This design comes from an exercise in tuning for small area on the open sky130 flow, not from production work.
In this exercise RTL edits were held to simulation tests only and were not proved equivalent to the original.
Power figures rest on the tool's default switching activity, not on a simulated workload.

## flow/run.sh

```bash
#!/bin/bash
# synth_recipe.tcl (not shown) runs the flow's synth.tcl, then flattens the netlist and writes it again
# the make line also repeats each setting of config.mk as NAME=value (left out here)
make -C /OpenROAD-flow-scripts/flow DESIGN_CONFIG=/design/flow/config.mk WORK_HOME=/design/flow/orfs CLKGATE_MAP_FILE= SYNTH_SCRIPT=/design/flow/synth_recipe.tcl finish
```

## flow/config.mk

```make
export PLATFORM = sky130hd
export DESIGN_NAME = receiver_credit_rate_controller
export DESIGN_NICKNAME = receiver_credit_rate_controller
export VERILOG_FILES = /design/flow/design.v
export SDC_FILE = /design/flow/constraint.sdc
export NUM_CORES = 4
export LEC_CHECK = 0
export CAP_MARGIN = 20
export CORE_MARGIN = 2
export CORE_UTILIZATION = 40
export SLEW_MARGIN = 20
```

## flow/constraint.sdc

```tcl
create_clock -name core_clock -period 10.0 [get_ports {aclk}]
set_input_delay 2.0000 -clock core_clock [delete_from_list [all_inputs] [get_ports {aclk}]]
set_output_delay 2.0000 -clock core_clock [all_outputs]
set_load 0.01 [all_outputs]
```

## flow/design.v

```verilog
package rcrc_pkg;
    localparam int TIME_BITS = 48;
    localparam int FRAC_BITS = 16;
    localparam int RATE_BITS = 18 + FRAC_BITS;
    localparam int CNT_BITS  = 32;
    localparam logic [FRAC_BITS:0] Q_ONE = (FRAC_BITS + 1)'(1) << FRAC_BITS;
    localparam logic [FRAC_BITS-1:0] Q_HALF = FRAC_BITS'(1) << (FRAC_BITS - 1);
    localparam logic [FRAC_BITS:0] LOSS_LIMIT = (FRAC_BITS + 1)'((64'd1 << FRAC_BITS) / 10);
    localparam logic [FRAC_BITS-1:0] W_MIN = FRAC_BITS'(((64'd1 << FRAC_BITS) + 50) / 100);
    localparam logic [31:0] RESET_RTT     = 32'd100000;
    localparam logic [16:0] RESET_NOMINAL = 17'd10000;
    localparam logic [31:0] RESET_SCALE   = 32'd20752;
    localparam logic [1:0] REG_RTT     = 2'd0;
    localparam logic [1:0] REG_NOMINAL = 2'd1;
    localparam logic [1:0] REG_SCALE   = 2'd2;
    localparam int DIV_N = 34 + FRAC_BITS;
    localparam int DIV_D = RATE_BITS;
    localparam int DIV_CW = $clog2(DIV_N + 1);
    localparam int MUL_A = RATE_BITS + 4;
    localparam int MUL_B = FRAC_BITS + 1;
    localparam int MUL_CW = $clog2(MUL_B + 1);
    typedef struct packed {
        logic [TIME_BITS-1:0] poll_tick;
        logic                 pkt_valid;
        logic [31:0]          pkt_seq;
        logic                 pkt_end;
    } rcrc_in_t;
    typedef struct packed {
        logic        credit_valid;
        logic [31:0] credit_seq;
        logic [31:0] expected_seq;
        logic [17:0] rate_mbps;
        logic        late_packet;
        logic        feedback_done;
    } rcrc_out_t;
    typedef enum logic [4:0] {
        ST_IDLE,
        ST_INIT_DIV,
        ST_INIT_WAIT,
        ST_CREDIT,
        ST_PKT,
        ST_FB_CHECK,
        ST_LOSS_WAIT,
        ST_BRANCH,
        ST_INC_M1_WAIT,
        ST_INC_M2_WAIT,
        ST_DEC_M1_WAIT,
        ST_DEC_M2_WAIT,
        ST_DEC_DIV_WAIT,
        ST_CLAMP,
        ST_IV_WAIT,
        ST_OUT
    } rcrc_state_t;
    typedef struct packed {
        logic start;
    } rcrc_go_t;
endpackage
import rcrc_pkg::*;
module rcrc_div
(
    input  logic              aclk,
    input  logic              aresetn,
    input  rcrc_pkg::rcrc_go_t          go,
    input  logic [rcrc_pkg::DIV_N-1:0]  dividend,
    input  logic [rcrc_pkg::DIV_D-1:0]  divisor,
    output logic              busy,
    output logic [rcrc_pkg::DIV_N-1:0]  quotient
);
    logic [DIV_N-1:0]  q_reg, q_next;
    logic [DIV_D:0]    r_reg, r_next;
    logic [DIV_D-1:0]  d_reg, d_next;
    logic [DIV_CW-1:0] cnt_reg, cnt_next;
    logic              busy_reg, busy_next;
    logic [DIV_D+1:0]  trial;
    always_comb begin
        q_next = q_reg;
        r_next = r_reg;
        d_next = d_reg;
        cnt_next = cnt_reg;
        busy_next = busy_reg;
        trial = {r_reg, q_reg[DIV_N-1]} - {2'b00, d_reg};
        if (go.start) begin
            q_next = dividend;
            r_next = '0;
            d_next = divisor;
            cnt_next = DIV_CW'(DIV_N);
            busy_next = 1'b1;
        end else if (busy_reg) begin
            if (!trial[DIV_D+1]) begin
                r_next = trial[DIV_D:0];
                q_next = {q_reg[DIV_N-2:0], 1'b1};
            end else begin
                r_next = {r_reg[DIV_D-1:0], q_reg[DIV_N-1]};
                q_next = {q_reg[DIV_N-2:0], 1'b0};
            end
            cnt_next = cnt_reg - 1'b1;
            if (cnt_reg == DIV_CW'(1)) begin
                busy_next = 1'b0;
            end
        end
    end
    always_ff @(posedge aclk) begin
        q_reg <= q_next;
        r_reg <= r_next;
        d_reg <= d_next;
        if (!aresetn) begin
            busy_reg <= 1'b0;
            cnt_reg <= '0;
        end else begin
            busy_reg <= busy_next;
            cnt_reg <= cnt_next;
        end
    end
    assign busy = busy_reg;
    assign quotient = q_reg;
endmodule
import rcrc_pkg::*;
module rcrc_mul
(
    input  logic                  aclk,
    input  logic                  aresetn,
    input  rcrc_pkg::rcrc_go_t              go,
    input  logic [rcrc_pkg::MUL_A-1:0]      a,
    input  logic [rcrc_pkg::MUL_B-1:0]      b,
    output logic                  busy,
    output logic [rcrc_pkg::MUL_A+rcrc_pkg::MUL_B-1:0] product
);
    logic [MUL_A+MUL_B-1:0] acc_reg, acc_next;
    logic [MUL_A+MUL_B-1:0] a_reg, a_next;
    logic [MUL_B-1:0]       b_reg, b_next;
    logic [MUL_CW-1:0]      cnt_reg, cnt_next;
    logic                   busy_reg, busy_next;
    always_comb begin
        acc_next = acc_reg;
        a_next = a_reg;
        b_next = b_reg;
        cnt_next = cnt_reg;
        busy_next = busy_reg;
        if (go.start) begin
            acc_next = '0;
            a_next = (MUL_A + MUL_B)'(a);
            b_next = b;
            cnt_next = MUL_CW'(MUL_B);
            busy_next = 1'b1;
        end else if (busy_reg) begin
            if (b_reg[0]) begin
                acc_next = acc_reg + a_reg;
            end
            a_next = a_reg << 1;
            b_next = b_reg >> 1;
            cnt_next = cnt_reg - 1'b1;
            if (cnt_reg == MUL_CW'(1)) begin
                busy_next = 1'b0;
            end
        end
    end
    always_ff @(posedge aclk) begin
        acc_reg <= acc_next;
        a_reg <= a_next;
        b_reg <= b_next;
        if (!aresetn) begin
            busy_reg <= 1'b0;
            cnt_reg <= '0;
        end else begin
            busy_reg <= busy_next;
            cnt_reg <= cnt_next;
        end
    end
    assign busy = busy_reg;
    assign product = acc_reg;
endmodule
import rcrc_pkg::*;
module receiver_credit_rate_controller
(
    input  logic        aclk,
    input  logic        aresetn,
    input  logic        s_valid,
    output logic        s_ready,
    input  logic [81:0] s_data,
    output logic        m_valid,
    input  logic        m_ready,
    output logic [84:0] m_data,
    input  logic        cfg_valid,
    output logic        cfg_ready,
    input  logic [1:0]  cfg_index,
    input  logic [31:0] cfg_data
);
    rcrc_pkg::rcrc_state_t state_reg, state_next;
    rcrc_pkg::rcrc_in_t  s_item;
    assign s_item = s_data;
    logic [31:0] rtt_reg, scale_reg;
    logic [16:0] nominal_reg;
    logic [31:0]          expected_reg, expected_next;
    logic [31:0]          credit_num_reg, credit_num_next;
    logic                 sending_reg, sending_next;
    logic [TIME_BITS-1:0] last_credit_reg, last_credit_next;
    logic [31:0]          interval_reg, interval_next;
    logic [TIME_BITS-1:0] last_fb_reg, last_fb_next;
    logic [FRAC_BITS-1:0] weight_reg, weight_next;
    logic [RATE_BITS-1:0] rate_reg, rate_next;
    logic                 inc_reg, inc_next;
    logic [31:0]          sent_reg, sent_next;
    logic [31:0]          lost_reg, lost_next;
    rcrc_pkg::rcrc_in_t  item_reg, item_next;
    rcrc_pkg::rcrc_out_t res_reg, res_next;
    rcrc_pkg::rcrc_out_t out_reg, out_next;
    logic      pend_reg, pend_next;
    logic      outv_reg, outv_next;
    logic [RATE_BITS+3:0] r_reg, r_next;
    logic [FRAC_BITS:0]   loss_reg, loss_next;
    rcrc_pkg::rcrc_go_t          div_go, mul_go;
    logic [DIV_N-1:0]  div_a;
    logic [DIV_D-1:0]  div_b;
    logic              div_busy;
    logic [DIV_N-1:0]  div_q;
    logic [MUL_A-1:0]  mul_a;
    logic [MUL_B-1:0]  mul_b;
    logic              mul_busy;
    logic [MUL_A+MUL_B-1:0] mul_p;
    rcrc_div u_div (
        .aclk(aclk), .aresetn(aresetn), .go(div_go), .dividend(div_a),
        .divisor(div_b), .busy(div_busy), .quotient(div_q)
    );
    rcrc_mul u_mul (
        .aclk(aclk), .aresetn(aresetn), .go(mul_go), .a(mul_a), .b(mul_b),
        .busy(mul_busy), .product(mul_p)
    );
    logic [TIME_BITS-1:0] credit_gap, fb_gap;
    logic [32:0]          lost_sum;
    logic [32:0]          sent_sum;
    logic [RATE_BITS-1:0] nominal_q, floor_q;
    logic [RATE_BITS+3:0] target_q;
    logic [31:0]          q_sat;
    assign nominal_q = RATE_BITS'(nominal_reg) << FRAC_BITS;
    assign floor_q = nominal_q >> 1;
    assign q_sat = (|div_q[DIV_N-1:32]) ? 32'hFFFF_FFFF : div_q[31:0];
    assign s_ready = (state_reg == ST_IDLE) && !pend_reg;
    assign cfg_ready = 1'b1;
    assign m_valid = outv_reg;
    assign m_data = out_reg;
    always_comb begin
        state_next = state_reg;
        expected_next = expected_reg;
        credit_num_next = credit_num_reg;
        sending_next = sending_reg;
        last_credit_next = last_credit_reg;
        interval_next = interval_reg;
        last_fb_next = last_fb_reg;
        weight_next = weight_reg;
        rate_next = rate_reg;
        inc_next = inc_reg;
        sent_next = sent_reg;
        lost_next = lost_reg;
        item_next = item_reg;
        res_next = res_reg;
        out_next = out_reg;
        pend_next = pend_reg;
        outv_next = outv_reg;
        r_next = r_reg;
        loss_next = loss_reg;
        div_go.start = 1'b0;
        mul_go.start = 1'b0;
        div_a = '0;
        div_b = '0;
        mul_a = '0;
        mul_b = '0;
        credit_gap = item_reg.poll_tick - last_credit_reg;
        fb_gap = item_reg.poll_tick - last_fb_reg;
        lost_sum = 33'(lost_reg) + 33'(item_reg.pkt_seq - expected_reg);
        sent_sum = 33'(sent_reg) + 33'd1;
        target_q = '0;
        if (outv_reg && m_ready) begin
            outv_next = 1'b0;
        end
        if (pend_reg && (!outv_reg || m_ready)) begin
            outv_next = 1'b1;
            out_next = res_reg;
            pend_next = 1'b0;
        end
        case (state_reg)
            ST_INIT_DIV: begin
                div_go.start = 1'b1;
                div_a = DIV_N'({scale_reg, 1'b0}) << FRAC_BITS;
                div_b = nominal_q;
                state_next = ST_INIT_WAIT;
            end
            ST_INIT_WAIT: begin
                if (!div_busy) begin
                    interval_next = (nominal_reg == '0) ? 32'hFFFF_FFFF : q_sat;
                    state_next = ST_IDLE;
                end
            end
            ST_IDLE: begin
                if (s_valid && s_ready) begin
                    item_next = s_item;
                    state_next = ST_CREDIT;
                end
            end
            ST_CREDIT: begin
                res_next = '0;
                if (sending_reg && (credit_gap > TIME_BITS'(interval_reg))) begin
                    sent_next = sent_sum[32] ? 32'hFFFF_FFFF : sent_sum[31:0];
                    credit_num_next = credit_num_reg + 32'd1;
                    last_credit_next = item_reg.poll_tick;
                    res_next.credit_valid = 1'b1;
                    res_next.credit_seq = credit_num_reg + 32'd1;
                end
                state_next = ST_PKT;
            end
            ST_PKT: begin
                if (item_reg.pkt_valid) begin
                    if (item_reg.pkt_end) begin
                        sending_next = 1'b0;
                    end
                    if (item_reg.pkt_seq == expected_reg) begin
                        expected_next = expected_reg + 32'd1;
                    end else if (item_reg.pkt_seq > expected_reg) begin
                        lost_next = lost_sum[32] ? 32'hFFFF_FFFF : lost_sum[31:0];
                        credit_num_next = expected_reg;
                    end else begin
                        res_next.late_packet = 1'b1;
                    end
                end
                state_next = ST_FB_CHECK;
            end
            ST_FB_CHECK: begin
                if (fb_gap > TIME_BITS'(rtt_reg)) begin
                    res_next.feedback_done = 1'b1;
                    last_fb_next = item_reg.poll_tick;
                    div_go.start = 1'b1;
                    div_a = DIV_N'(lost_reg) << FRAC_BITS;
                    div_b = DIV_D'(sent_reg);
                    state_next = ST_LOSS_WAIT;
                end else begin
                    state_next = ST_OUT;
                end
            end
            ST_LOSS_WAIT: begin
                if (!div_busy) begin
                    if (sent_reg == '0) begin
                        loss_next = '0;
                    end else if (div_q > DIV_N'(Q_ONE)) begin
                        loss_next = Q_ONE;
                    end else begin
                        loss_next = div_q[FRAC_BITS:0];
                    end
                    state_next = ST_BRANCH;
                end
            end
            ST_BRANCH: begin
                mul_go.start = 1'b1;
                if (loss_reg <= LOSS_LIMIT) begin
                    if (inc_reg) begin
                        weight_next = FRAC_BITS'(({1'b0, weight_reg} + {1'b0, Q_HALF}) >> 1);
                    end
                    mul_a = MUL_A'(rate_reg);
                    mul_b = Q_ONE - MUL_B'(inc_reg ?
                        FRAC_BITS'(({1'b0, weight_reg} + {1'b0, Q_HALF}) >> 1) : weight_reg);
                    inc_next = 1'b1;
                    state_next = ST_INC_M1_WAIT;
                end else begin
                    mul_a = MUL_A'(rate_reg);
                    mul_b = Q_ONE - loss_reg;
                    if (weight_reg < W_MIN) begin
                        weight_next = W_MIN;
                    end
                    inc_next = 1'b0;
                    state_next = ST_DEC_M1_WAIT;
                end
            end
            ST_INC_M1_WAIT: begin
                if (!mul_busy && !mul_go.start) begin
                    r_next = (RATE_BITS + 4)'(mul_p >> FRAC_BITS);
                    mul_go.start = 1'b1;
                    mul_a = MUL_A'(nominal_q) * MUL_A'(11);
                    mul_b = MUL_B'(1);
                    state_next = ST_INC_M2_WAIT;
                    r_next[RATE_BITS+3] = 1'b0;
                end
            end
            ST_INC_M2_WAIT: begin
                if (!mul_busy) begin
                    div_go.start = 1'b1;
                    div_a = DIV_N'(mul_p);
                    div_b = DIV_D'(10);
                    state_next = ST_DEC_DIV_WAIT;
                end
            end
            ST_DEC_M1_WAIT: begin
                if (!mul_busy) begin
                    div_go.start = 1'b1;
                    div_a = DIV_N'((mul_p >> FRAC_BITS) * 11);
                    div_b = DIV_D'(10);
                    state_next = ST_DEC_DIV_WAIT;
                end
            end
            ST_DEC_DIV_WAIT: begin
                if (!div_busy) begin
                    if (inc_reg) begin
                        target_q = (RATE_BITS + 4)'(div_q);
                        mul_go.start = 1'b1;
                        mul_a = MUL_A'(target_q);
                        mul_b = MUL_B'(weight_reg);
                        state_next = ST_DEC_M2_WAIT;
                    end else begin
                        r_next = (RATE_BITS + 4)'(div_q);
                        state_next = ST_CLAMP;
                    end
                end
            end
            ST_DEC_M2_WAIT: begin
                if (!mul_busy && !mul_go.start) begin
                    r_next = r_reg + (RATE_BITS + 4)'(mul_p >> FRAC_BITS);
                    state_next = ST_CLAMP;
                end
            end
            ST_CLAMP: begin
                if (r_reg > (RATE_BITS + 4)'({RATE_BITS{1'b1}})) begin
                    rate_next = {RATE_BITS{1'b1}};
                end else if (r_reg < (RATE_BITS + 4)'(floor_q)) begin
                    rate_next = floor_q;
                end else begin
                    rate_next = r_reg[RATE_BITS-1:0];
                end
                sent_next = '0;
                lost_next = '0;
                state_next = ST_IV_WAIT;
                div_go.start = 1'b1;
                div_a = DIV_N'(scale_reg) << FRAC_BITS;
                div_b = rate_next;
            end
            ST_IV_WAIT: begin
                if (!div_busy && !div_go.start) begin
                    interval_next = (rate_reg == '0) ? 32'hFFFF_FFFF : q_sat;
                    state_next = ST_OUT;
                end
            end
            ST_OUT: begin
                res_next.expected_seq = expected_reg;
                res_next.rate_mbps = rate_reg[RATE_BITS-1:FRAC_BITS];
                pend_next = 1'b1;
                state_next = ST_IDLE;
            end
            default: begin
                state_next = ST_IDLE;
            end
        endcase
    end
    always_ff @(posedge aclk) begin
        item_reg <= item_next;
        res_reg <= res_next;
        out_reg <= out_next;
        r_reg <= r_next;
        loss_reg <= loss_next;
        if (!aresetn) begin
            state_reg <= ST_INIT_DIV;
            rtt_reg <= RESET_RTT;
            nominal_reg <= RESET_NOMINAL;
            scale_reg <= RESET_SCALE;
            expected_reg <= '0;
            credit_num_reg <= '0;
            sending_reg <= 1'b1;
            last_credit_reg <= '0;
            interval_reg <= '0;
            last_fb_reg <= '0;
            weight_reg <= Q_HALF;
            rate_reg <= RATE_BITS'(RESET_NOMINAL) << FRAC_BITS;
            inc_reg <= 1'b1;
            sent_reg <= '0;
            lost_reg <= '0;
            pend_reg <= 1'b0;
            outv_reg <= 1'b0;
        end else begin
            state_reg <= state_next;
            expected_reg <= expected_next;
            credit_num_reg <= credit_num_next;
            sending_reg <= sending_next;
            last_credit_reg <= last_credit_next;
            interval_reg <= interval_next;
            last_fb_reg <= last_fb_next;
            weight_reg <= weight_next;
            rate_reg <= rate_next;
            inc_reg <= inc_next;
            sent_reg <= sent_next;
            lost_reg <= lost_next;
            pend_reg <= pend_next;
            outv_reg <= outv_next;
            if (cfg_valid && cfg_ready) begin
                case (cfg_index)
                    REG_RTT:     rtt_reg <= cfg_data;
                    REG_NOMINAL: nominal_reg <= cfg_data[16:0];
                    REG_SCALE:   scale_reg <= cfg_data;
                    default:     ;
                endcase
            end
        end
    end
endmodule
```

==> run notes <==
[per-layer routing]
layer,global-route usage,up-vias,part of all wire
li1,-,25470,-
met1,0.3739,26210,0.45
met5,0,-,0.00035
met2,0.3880,2103,0.42
met3,0.05322,367,0.090
met4,0.1119,10,0.045
[worst paths after layout]
check	cells after the start	start	end	slack, ns
hold / removal	0	res_reg[13]	out_reg[13]	0.35
hold reg to reg	0	res_reg[13]	out_reg[13]	0.35
setup reg to reg	23	item_reg[54]	u_div.q_reg[43]	1.92
setup / recovery	23	item_reg[54]	u_div.q_reg[43]	1.92
[cells by family after synthesis]
group                    Yosys count
flip-flops                       961
XOR/XNOR                         329
other                              1
multiplexers                     144
buffers and inverters           1064
AND/OR/NAND/NOR                 2077
AO/OA/AOI/OAI                   1904
adder cells (fa/ha/maj)          581
[cells in the final DEF, fill, tap and decap left out, types with 22 or more instances in the layout]
cell             count
a21o_1             169
dfxtp_1            514
nand3_1            130
o21bai_1            44
mux2i_1            140
buf_4               70
a22oi_1             56
o31ai_1             25
clkdlybuf4s50_1    206
or3_1               29
a211o_1             22
xnor2_1            206
a211oi_1            94
o21ai_0            307
nor2b_1             58
nor2_1             572
ha_1               494
clkbuf_16          114
a21oi_1            600
and2_1              40
fa_1                87
inv_1              728
o22ai_1             35
a222oi_1            65
edfxtp_1           446
a31oi_1             45
and3_1              67
or2_2               26
xor2_1             121
nor3_1             134
nor4_1              49
nand2b_1            53
nand4_1             86
o221a_2             43
o211ai_1            71
o21a_1              41
nand2_1            717
clkbuf_1            24
a221o_1             33
[worst max-delay path, cell delays in order, from the launching register on]
cell and delay (ns):
edfxtp_1 0.45, ha_1 0.43, nand2_1 0.15, or3_1 0.42
or4_1 0.52, o31ai_1 0.51, nor2_1 0.25, o21ba_2 0.26
xnor2_1 0.12, ha_1 0.30, and4_1 0.26, nand3_1 0.10
or4_1 0.47, o21ai_0 0.11, nor4b_1 0.25, nand4_1 0.13
nor4_1 0.56, and4_1 0.38, a21oi_4 0.09, nor2_4 0.08
buf_4 0.35, clkinv_2 0.50, or2_2 0.51, buf_4 0.33
[power by group]
group | leakage (nW) | total (mW) | switching (mW) | internal [mW]
Sequential | 8.39 | 6.00 | 0.911 | 5.09
Combinational | 17.5 | 8.76 | 5.42 | 3.34
Clock | 1.88 | 4.34 | 1.81 | 2.53
Total | 27.8 | 19.1 | 8.14 | 11.0
[layout make-up]
cell class	instances	area, sq um	area share
Sequential cell	961	23700	0.3369
Clock inverter	70	888.4	0.01263
Tap cell	2044	2557	0.03635
Antenna cell	4	10.01	0.0001423
Inverter	731	2753	0.03913
Timing Repair Buffer	278	2628	0.03735
Multi-Input combinational cell	5036	34800	0.4947
Clock buffer	143	3012	0.04281
==> impl_metrics.py <==
metrics = {
    "worst_setup_path": {
        "cp_max_fo": 46,
        "crit_arrival_ns": 8.45,
        "path_class": "flop to flop",
        "required_ns": 10.37,
        "end_kind": "flop",
        "cp-start-kind": "flop",
    },
    "global_route": {
        "grt_overflow": 0,
        "antenna_found_initial": 10,
        "grt_util_all_layers": 0.2638,
        "grt_pass1_vias": 50510,
        "grt_pass1_wl_um": 320800,
        "grt_start_max_net_pins": 163,
    },
    "floorplan": {
        "die_w_um": 398.7,
        "start_util": 0.4036,
        "dieHeight_um": 398.7,
        "fp-row-count": 144,
        "ios": 209,
        "coreArea_sq_mm": 0.1544,
        "design.die.area_sq_mm": 0.1590,
    },
    "drt": {
        "remaining_drc_errors": 0,
        "drtIter0Drc": 5890,
        "ant_nets": 0,
        "wl_per_cell_um": 23.18,
        "drt-total-wl_um": 214900,
        "first_pass_iters": 14,
        "vias_per_cell": 5.844,
        "vias": 54150,
    },
    "clock_network": {
        "clkSlewWorstSetupHoldPaths_ns": 0.07,
        "numClockSinks": 961,
        "ctsHoldBuffers": 0,
        "numCtsBuffers": 112,
        "tritoncts": "done",
        "worstSkewPairLatency_ns": 0.80,
        "postCtsSetupBuffers": 0,
        "clk_path_buf_depth": 3,
        "htreeDepth": 3,
        "cts-root-buf": "clkbuf_16",
        "cts_resized": 0,
    },
    "timing": {
        "slew_headroom": 0.1922,
        "fin_worst_skew_ns": 0.09195,
        "min_period_ns": 8.084,
        "maxSlewViolCount": 0,
        "finalSetupViolCount": 0,
        "finalHoldViolCount": 0,
        "max_freq_ghz": 0.1237,
        "worst_pin_slew_ns": 1.212,
        "tns_ns": 0,
        "rsz0062_at_grt": "false",
        "setup_ws_ns": 1.916,
        "worst_hold_slack_ns": 0.3544,
        "finalCritPeriodShare": 0.8084,
    },
    "logic_synthesis": {
        "synth_top_area_frac": 0.2149,
        "synth-adder-area-share": 0.1271,
        "syn-num-nets": 7763,
        "synthArstFlopShare": 0,
        "synth_compound_area_frac": 0.2044,
        "muxShareOfSynthArea": 0.02321,
        "synthesis.instances": 7061,
        "synth_seq_cells": 961,
        "synth.area.top_cells": "edfxtp_1 21%, dfxtp_1 17%, ha_1 9.9%",
        "synth_most_common_cell": "inv_1",
        "synth_top_family_by_area": "compound AO/OA/AOI/OAI gates",
        "synth-simple-area-share": 0.1537,
        "postSynthAreaPerCell_sq_um": 8.826,
        "yosysWarnings": 3,
        "synth_cell_types": 96,
        "netlist.top_cell.by_area": "edfxtp_1",
        "synthFlopType": "dfxtp_1",
        "synth_area_sq_mm": 0.06232,
        "synth_common_cells": "730 x inv_1, 719 x nand2_1, 600 x a21oi_1, 580 x nor2_1, 515 x dfxtp_1",
        "synth-edff-count": 446,
        "synth-xor-area-share": 0.04624,
        "ys_seq_area_frac": 0.3803,
    },
    "run_status": {
        "status": "timing/DRC/antenna clean",
    },
    "pwr": {
        "leakagePower_nw": 27.75,
        "power.total_mw": 19.10,
        "powerDensity_mw_per_mm2": 271.5,
        "peakVddDrop_mv": 0.1901,
    },
    "cells_and_area": {
        "design_area_sq_mm": 0.07036,
        "layoutNonFillerInstCount": 9267,
        "fillerInstances": 14860,
        "fin_util": 0.4556,
        "finalNetCount": 7822,
        "drive_gt1_frac": 0.05319,
        "areaGrowthSynthToFinish_pct": 12.89,
    },
    "placed_design": {
        "dp_hpwl_um": 162500,
        "placed_cells": 9049,
        "place_area_sq_mm": 0.06642,
        "post-place-ws_ns": 2.051,
        "gp_congestion": 0.9759,
        "io_buffers": 207,
    },
    "job": {
        "drv_cap": 0,
    },
    "min_path": {
        "hp-class": "flop to flop",
    },
}

==> static timing again, ports no longer ideal <==
Ports are ideal in the flow. The routed layout listed here was re-timed in OpenROAD. Step 1: set_driving_cell puts a clkbuf_16 on aclk and a buf_2 on each other input, an assumption about the parent block. Step 2, shift: input delay + t, output delay - t, t = (earliest + latest rising clock arrival at the registers) / 2. This alone moves slack from input paths to output paths. Three values: ideal ports, drivers, drivers and shift; two values: the first two.
shift t [ns]: 0.830
setup slack, ns: 1.916 / 1.916 / 1.916
hold WS [ns]: 0.354 / 0.354 / 0.354
After both steps setup and hold are still met in this run. For this run, drivers alone change the setup slack by 0.000 ns; drivers and shift together by 0.000 ns.
